This is an optimization exercise on Yosys and OpenROAD, whose aim is small area, a short achievable clock period and few clock cycles per item, not a production implementation. Function was not checked in any run shown here: the RTL went through the layout flow alone. No activity file was given, so power comes from the tool's default toggle rates.

## flow/design.v (module list and top-level ports; edited modules follow where they fit)
// module math_core_alu: 704 lines
module math_core_alu #(
    parameter int DW = 32,
    parameter int CW = 32
) (
    input  logic          clk,
    input  logic          rst,
    input  logic [0:1]    mode,
    input  logic          in_valid,
    output logic          in_ready,
    input  logic [0:DW-1] ain,
    input  logic [0:DW-1] bin,
    output logic          out_valid,
    input  logic          out_ready,
    output logic [0:DW-1] result,
    output logic          ovf,
    output logic [0:CW-1] statistic,
    input  logic          stat_ld,
    input  logic [0:CW-1] stat_din,
    input  logic          flush,
    output logic          busy
);
  // ...
==> flow/flow/run.sh <==
#!/bin/bash
# The standard layout, with plain buf_1 port buffers and a tighter setup target
# for timing repair; the log of the whole make run goes to standard.log.
bash standard.sh BUFFER_PORTS_ARGS="-buffer_cell sky130_fd_sc_hd__buf_1" SETUP_SLACK_MARGIN=5.6 finish > standard.log 2>&1
==> flow/standard.sh <==
#!/bin/bash
# synth_recipe.tcl (not shown) runs the flow's synth.tcl, then flattens the netlist and writes it again
# the make line also repeats each setting of config.mk as NAME=value (left out here)
make -C /OpenROAD-flow-scripts/flow DESIGN_CONFIG=/design/flow/config.mk WORK_HOME=/design/flow/orfs CLKGATE_MAP_FILE= SYNTH_SCRIPT=/design/flow/synth_recipe.tcl "${@:-finish}"
==> flow/config.mk <==
export PLATFORM = sky130hd
export DESIGN_NAME = math_core_alu
export DESIGN_NICKNAME = math_core_alu
export VERILOG_FILES = /design/flow/design.v
export SDC_FILE = /design/flow/constraint.sdc
export NUM_CORES = 4
export LEC_CHECK = 0
export ABC_AREA = 1
export CAP_MARGIN = 20
export CORE_MARGIN = 2
export CORE_UTILIZATION = 40
export CTS_BUF_LIST = sky130_fd_sc_hd__clkbuf_4 sky130_fd_sc_hd__clkbuf_8
export SLEW_MARGIN = 20
==> flow/constraint.sdc <==
create_clock -name core_clock -period 10.0 [get_ports {clk}]
set_input_delay 2.0000 -clock core_clock [delete_from_list [all_inputs] [get_ports {clk}]]
set_output_delay 2.0000 -clock core_clock [all_outputs]
set_load 0.01 [all_outputs]
==> summary.md, run 1 <==
| Metric | Value |
|---|---|
| Max-slew headroom | 0.326 |
| WS Path Type | reg2reg |
| Port Buffer Count | 171 |
| Critical path depth | 22 |
| Max Fclk | 204 MHz |
| Critical Path RT | 10.37 ns |
| Initial antenna violation count | 4 |
| Multi-input gate area | 0.0154 mm² |
| Mapped cell area | 0.0222 mm² |
| Adder-cell share of the synthesized area | 0.181 |
| Met2 wire length | 39800 µm |
| Final sequential cell count | 201 |
| Diode count | 3 |
| Sequential area share after synthesis | 0.264 |
| Die W | 240 µm |
| Slowest Stage Delay on Critical Path | 0.49 ns |
| Status | finished clean |
| Cells after synthesis | 2600 |
| DRC | 0 |
| First-pass GRT wire length | 140000 µm |
| Switch Pwr | 4080 µW |
| Final worst path period need | 4.90 ns |
| Simple logic cell fraction of the synthesized area | 0.115 |
| Comb. pwr | 5960 µW |
| VDD IR max | 0.236 mV |
| Post-Synth XOR/XNOR Area | 0.135 |
| Most used routing layer | met2 |
| Total track usage | 0.329 |
| CP Capture Type | flip-flop |
| Post-DP HPWL | 65800 µm |
| Worst-Skew Late Latency | 0.64 ns |
==> inputs of run 2 (changes only) <==
--- a/flow/design.v
+++ b/flow/design.v
@@ -22,17 +22,17 @@
     logic [31:0]   a1;
     logic [31:0]   b1;
     logic [32:1]   a3_1;
     logic [10:0]   bs1_1, bs2_1, bs3_1, bs4_1;
     logic [9:0]    bneg_1;
     logic          bgt_1;            
     logic [1:0]    m1;
     logic          v1;
-    localparam int K = 24;
+    localparam int K = 22;
     logic [31:K]   s2;
     logic [31:K]   c2;
     logic [K-1:0]  lo2;
     logic          ck2;
     logic          k1_2;
     logic          k2_2;
     logic          mulp2;
     logic [2-1:0] l32_2;
==> flow/config.mk (replaced) <==
export PLATFORM = sky130hd
export DESIGN_NAME = math_core_alu
export DESIGN_NICKNAME = math_core_alu
export VERILOG_FILES = /design/flow/design.v
export SDC_FILE = /design/flow/constraint.sdc
export NUM_CORES = 4
export LEC_CHECK = 0
export ABC_AREA = 1
export CAP_MARGIN = 20
export CORE_MARGIN = 2
export CORE_UTILIZATION = 40
export SLEW_MARGIN = 20
==> summary.md, run 2 <==
| Metric | Value |
|---|---|
| GPL Wtd Cong | 1.03 (was 1.06) |
| Worst Setup Start Kind | flip-flop (unchanged) |
| Via density | 6.20 (was 6.19) |
| DR iter-0 viols | 2596 (was 2977) |
| DR vias | 22400 (about the same) |
| Status | finished clean (unchanged) |
| Area after DPL | 0.0238 mm² (was 0.0236 mm²) |
| Port Buffer Count | 171 (unchanged) |
| Core footprint | 0.0553 mm² (was 0.0550 mm²) |
| Arr. time, crit path | 2.89 ns (was 5.27 ns) |
| VDD IR max | 0.267 mV (was 0.236 mV) |
| Die footprint | 0.0580 mm² (was 0.0574 mm²) |
| Crit-path max FO | 3 (was 7) |
| Root cell of the clock tree | clkbuf_16 (was clkbuf_8) |
| Critical Path RT | 8.00 ns (was 10.37 ns) |
| Setup crit end | ovf (was lo2[21]) |
| FF-to-FF Start | bs2_1[0] (unchanged) |
| Num CTS Buffers | 25 (was 40) |
| Post-Route WL | 97100 µm (was 96100 µm) |
| Non-filler cells, final | 3609 (was 3622) |
| Synth Register Bits | 203 (was 201) |
| Largest regs | a1 (32), a3_1 (32), r_stat (32) (unchanged) |
| Synth top area cells | edfxtp_1 (23%), fa_1 (11%), xor2_1 (11%) (unchanged) |
| First drt pass iteration count | 9 (was 12) |
| Most common cell in the synthesized netlist | inv_1 (unchanged) |
| Slowest Stage Delay on Critical Path | 0.42 ns (was 0.49 ns) |
| Final Power | 8500 µW (was 8160 µW) |
| CTS tree | yes (unchanged) |
| Mapped cell area | 0.0224 mm² (was 0.0222 mm²) |
| Initial antenna violation count | 0 (was 4) |
| Adder-cell share of the synthesized area | 0.179 (was 0.181) |
| Largest net degree at the start of global routing | 81 (was 85) |
| Final Cycle Share | 0.489 (was 0.490) |
| Worst-Skew Late Latency | 0.57 ns (was 0.64 ns) |
| Starting Density | 0.406 (was 0.404) |
| Top-area cell type share of the netlist area | 0.226 (about the same) |
| RR Endpoint | lo2[21] (unchanged) |
| Largest family of logic cells by synthesized area | compound AO/OA/AOI/OAI gates (unchanged) |
| Final nets | 3193 (was 3191) |
| Top cells by count, synth | inv_1 (346), nand2_1 (290), xor2_1 (275), o22ai_1 (187), a221oi_1 (172) (was inv_1 (334), nand2_1 (297), xor2_1 (273), o22ai_1 (191), a221oi_1 (174)) |
| Die Ht | 241 µm (was 240 µm) |
| Synth cell types | 65 (was 58) |
| Clock skew | 0.0306 ns (was 0.0551 ns) |
| Post-route ant nets | 0 (unchanged) |
| YS warnings | 1 (unchanged) |
| First-pass GRT wire length | 137000 µm (was 140000 µm) |
| Max_cap viols | 0 (unchanged) |
| Worst-path cell chain | ha_4 > buf_4 > buf_4 > nand4_1 > o221ai_2 > a21o_1 > a21oi_2 > o21ai_2 > nand2_1 > inv_2 > nor2_2 > nor2_1 > o21ai_1 > xnor2_1 > buf_2 (was clkinvlp_4 > buf_12 > buf_12 > o22ai_1 > a221oi_2 > xor2_1 > ha_1 > inv_2 > fa_1 > fa_1 > inv_1 > fa_1 > o22ai_1 > a21oi_1 > ha_1 > a21oi_1 > nand2_1 > nand2_1 > nand2_2 > nand3_2 > nand2_2 > xor2_1) |
| Max-slew headroom | 0.278 (was 0.326) |
| Commonest non-fill, non-tap cell in the layout | inv_1 (unchanged) |
| Syn nets | 2945 (was 2951) |
| FP Rows | 86 (unchanged) |
| Clk sinks | 203 (was 201) |
| Fin area | 0.0276 mm² (was 0.0271 mm²) |
| FFs w/ async S/R, synth | 0.167 (was 0.169) |
| Die W | 241 µm (was 240 µm) |
| Register clock-pin slew on the reported worst setup and hold paths | 0.06 ns (about the same) |
| WS Path Type | reg2out (was reg2reg) |
| Setup_tns | 0 ns (unchanged) |
| Ys flop type | edfxtp_1 (unchanged) |
| DP Cell Count | 3381 (was 3378) |
| EDFF count, synth | 169 (was 167) |
| Number of global-route vias before repair | 21300 (was 21900) |
| Commonest non-fill, non-tap cells in the layout | inv_1 (295), nand2_1 (278), xor2_1 (269), o22ai_1 (177), edfxtp_1 (169) (was inv_1 (289), nand2_1 (282), xor2_1 (260), o22ai_1 (179), edfxtp_1 (167)) |
| Final worst path period need | 4.89 ns (was 4.90 ns) |
| Area Growth Syn to Fin | 23.1% (was 22.0%) |
| Total grt overflow | 0 (unchanged) |
| PwrDens | 308 mW/mm² (was 301 mW/mm²) |
| Cells after synthesis | 2594 (was 2600) |
| Avg Cell Area, Syn | 8.65 µm² (was 8.55 µm²) |
| Mux cell area share after synthesis | 0.000446 (was 0.000901) |
| Worst-margin pin slew | 1.08 ns (was 1.01 ns) |
| Layout cells sized above 1 | 0.206 (was 0.198) |
| R2r worst-path depth | 18 (was 22) |
| Final count of pins violating max slew | 0 (unchanged) |
| Final setup vio count | 0 (unchanged) |
| Worst-case clock buffer depth | 3 (unchanged) |
| Area fraction in compound gates after synthesis | 0.211 (about the same) |
| Slowest CP cell | edfxtp_1 (was fa_1) |
| Fin. Hold Viols | 0 (unchanged) |
| Max Fclk | 205 MHz (was 204 MHz) |
| Post-synth top area cell | edfxtp_1 (unchanged) |
| Hold Crit Class | reg2reg (unchanged) |
| H-tree levels | 1 (was 2) |
| Crit path launch | s2[24] (was bs2_1[0]) |
| Post-DP HPWL | 65700 µm (was 65800 µm) |
| CP Capture Type | output port (was flip-flop) |
| Top cell by count, worst path | buf_4 (was fa_1) |
| Post-Synth XOR/XNOR Area | 0.133 (was 0.135) |
| Average routed wire per standard cell | 26.9 µm (was 26.5 µm) |
| Simple logic cell fraction of the synthesized area | 0.114 (was 0.115) |
| IO Pins | 172 (unchanged) |
| Sequential area share after synthesis | 0.264 (about the same) |
| Diode count | 0 (was 3) |
| RSZ-0062 raised after global routing | yes (unchanged) |
| R2R setup slack | 5.13 ns (was 5.10 ns) |
| Static leakage | 0.0115 µW (was 0.0112 µW) |
| DRC | 0 (unchanged) |
| Total track usage | 0.319 (was 0.329) |
[run 2: cell types whose count changed after synthesis, moves of 5 or more]
cell	change
xnor2_1	-6
nand3_2	+6
o211ai_1	-19
inv_1	+12
nand3_1	-15
nand2_1	-7
a21oi_1	+6
nor3_1	-5
nand4_1	+11
clkbuf_1	-10
o211ai_2	+11
o21ai_0	-10
[run 2: cell families after synthesis]
family | Yosys count
compound gates | 682
xor+xnor | 339
fa+ha+maj | 247
buf+inv | 551
flops | 203
mux | 1
simple gates | 571
[run 2: worst max-delay path: cells and delay by family, from the launching register on]
family	cells	cell delay, ns
AOI/OAI and AO/OA	5	0.72
buffers and inverters	4	0.47
DFF	1	0.42
and+or+nand+nor	4	0.31
adders and majority gates	1	0.27
xor gates and xnor gates	1	0.15
[run 2: per-stage QoR]
step	utilization	setup WS, ns	hold WS [ns]
2_1_floorplan	-	4.67	0.553
3_3_place_gp	0.430	4.67	0.569
3_5_place_dp	0.430	4.67	0.576
4_1_cts	0.475	4.94	0.586
5_1_grt	0.499	4.84	0.623
6_report	0.499	5.11	0.587
[run 2: layout make-up]
type                       count  area (µm²)
clock inverter                17         204
sequential                   203        5930
tap                          748         936
clock buffer                  29         641
multi-input combinational   1842       15400
fill                        5249       27700
timing repair inverter         5        43.8
inverter                     372        1670
timing repair buffer         393        2800
[run 2: repair_timing]
action | 4_1_cts | 5_1_grt
gates resized for setup | 174 | 191
cloned | 8 | 4
hold buffers | 0 | 0
pin swaps | 55 | 133
setup buffers | 96 | 74
endpoints found under the setup margin | 43 | 38
[run 2: worst min-delay path by stage]
stage | startpoint | to | slack, ns | cells past startpoint
global route | r_stat[26] | r_stat[26] | 0.62 | 2
finish | r_stat[0] | r_stat[0] | 0.59 | 1
CTS | r_stat[0] | r_stat[0] | 0.59 | 1
detailed placement | r_stat[0] | r_stat[0] | 0.58 | 1
global placement | v1 | v2 | 0.57 | 2
floorplan | v1 | v2 | 0.55 | 2
[run 2: where the power goes]
part           internal, µW  switching, µW  total [µW]
clock                   565            386         951
sequential             1200            189        1390
combinational          2550           3610        6160
total                  4310           4190        8500
[run 2: metal layers]
metal / vias to the layer above / track usage / wire length [µm]
met2: 1527 / 0.471 / 40500
li1: 9667 / - / -
met5: - / 0 / 0
met1: 10700 / 0.429 / 38200
met4: 0 / 0.149 / 6270
met3: 452 / 0.0953 / 12100

[separate check: timing with driven ports]
In the flow no input, the clock included, has a driving cell. The finished layouts below were timed again as built, in two steps.
Step 1, drivers: a clkbuf_16 drives clk and a buf_2 each remaining input, both assumed.
Step 2 also shifts input and output timing later by t, the mid clock arrival at the registers, as if the neighbouring blocks saw the same clock.
a / b / c = ideal ports / drivers / drivers and shift; a / b = the first two.
run | shift t [ns] | setup slack, ns | pins driven straight from the clock port
run 1 | 0.667 | 5.103 / 5.103 / 5.014 | 1
run 2 | 0.615 | 5.115 / 5.058 / 5.134 | 1
After both steps setup and hold are still met in every run listed. For run 1, which loses most, drivers alone change the setup slack by 0.000 ns; drivers and shift together by -0.089 ns.
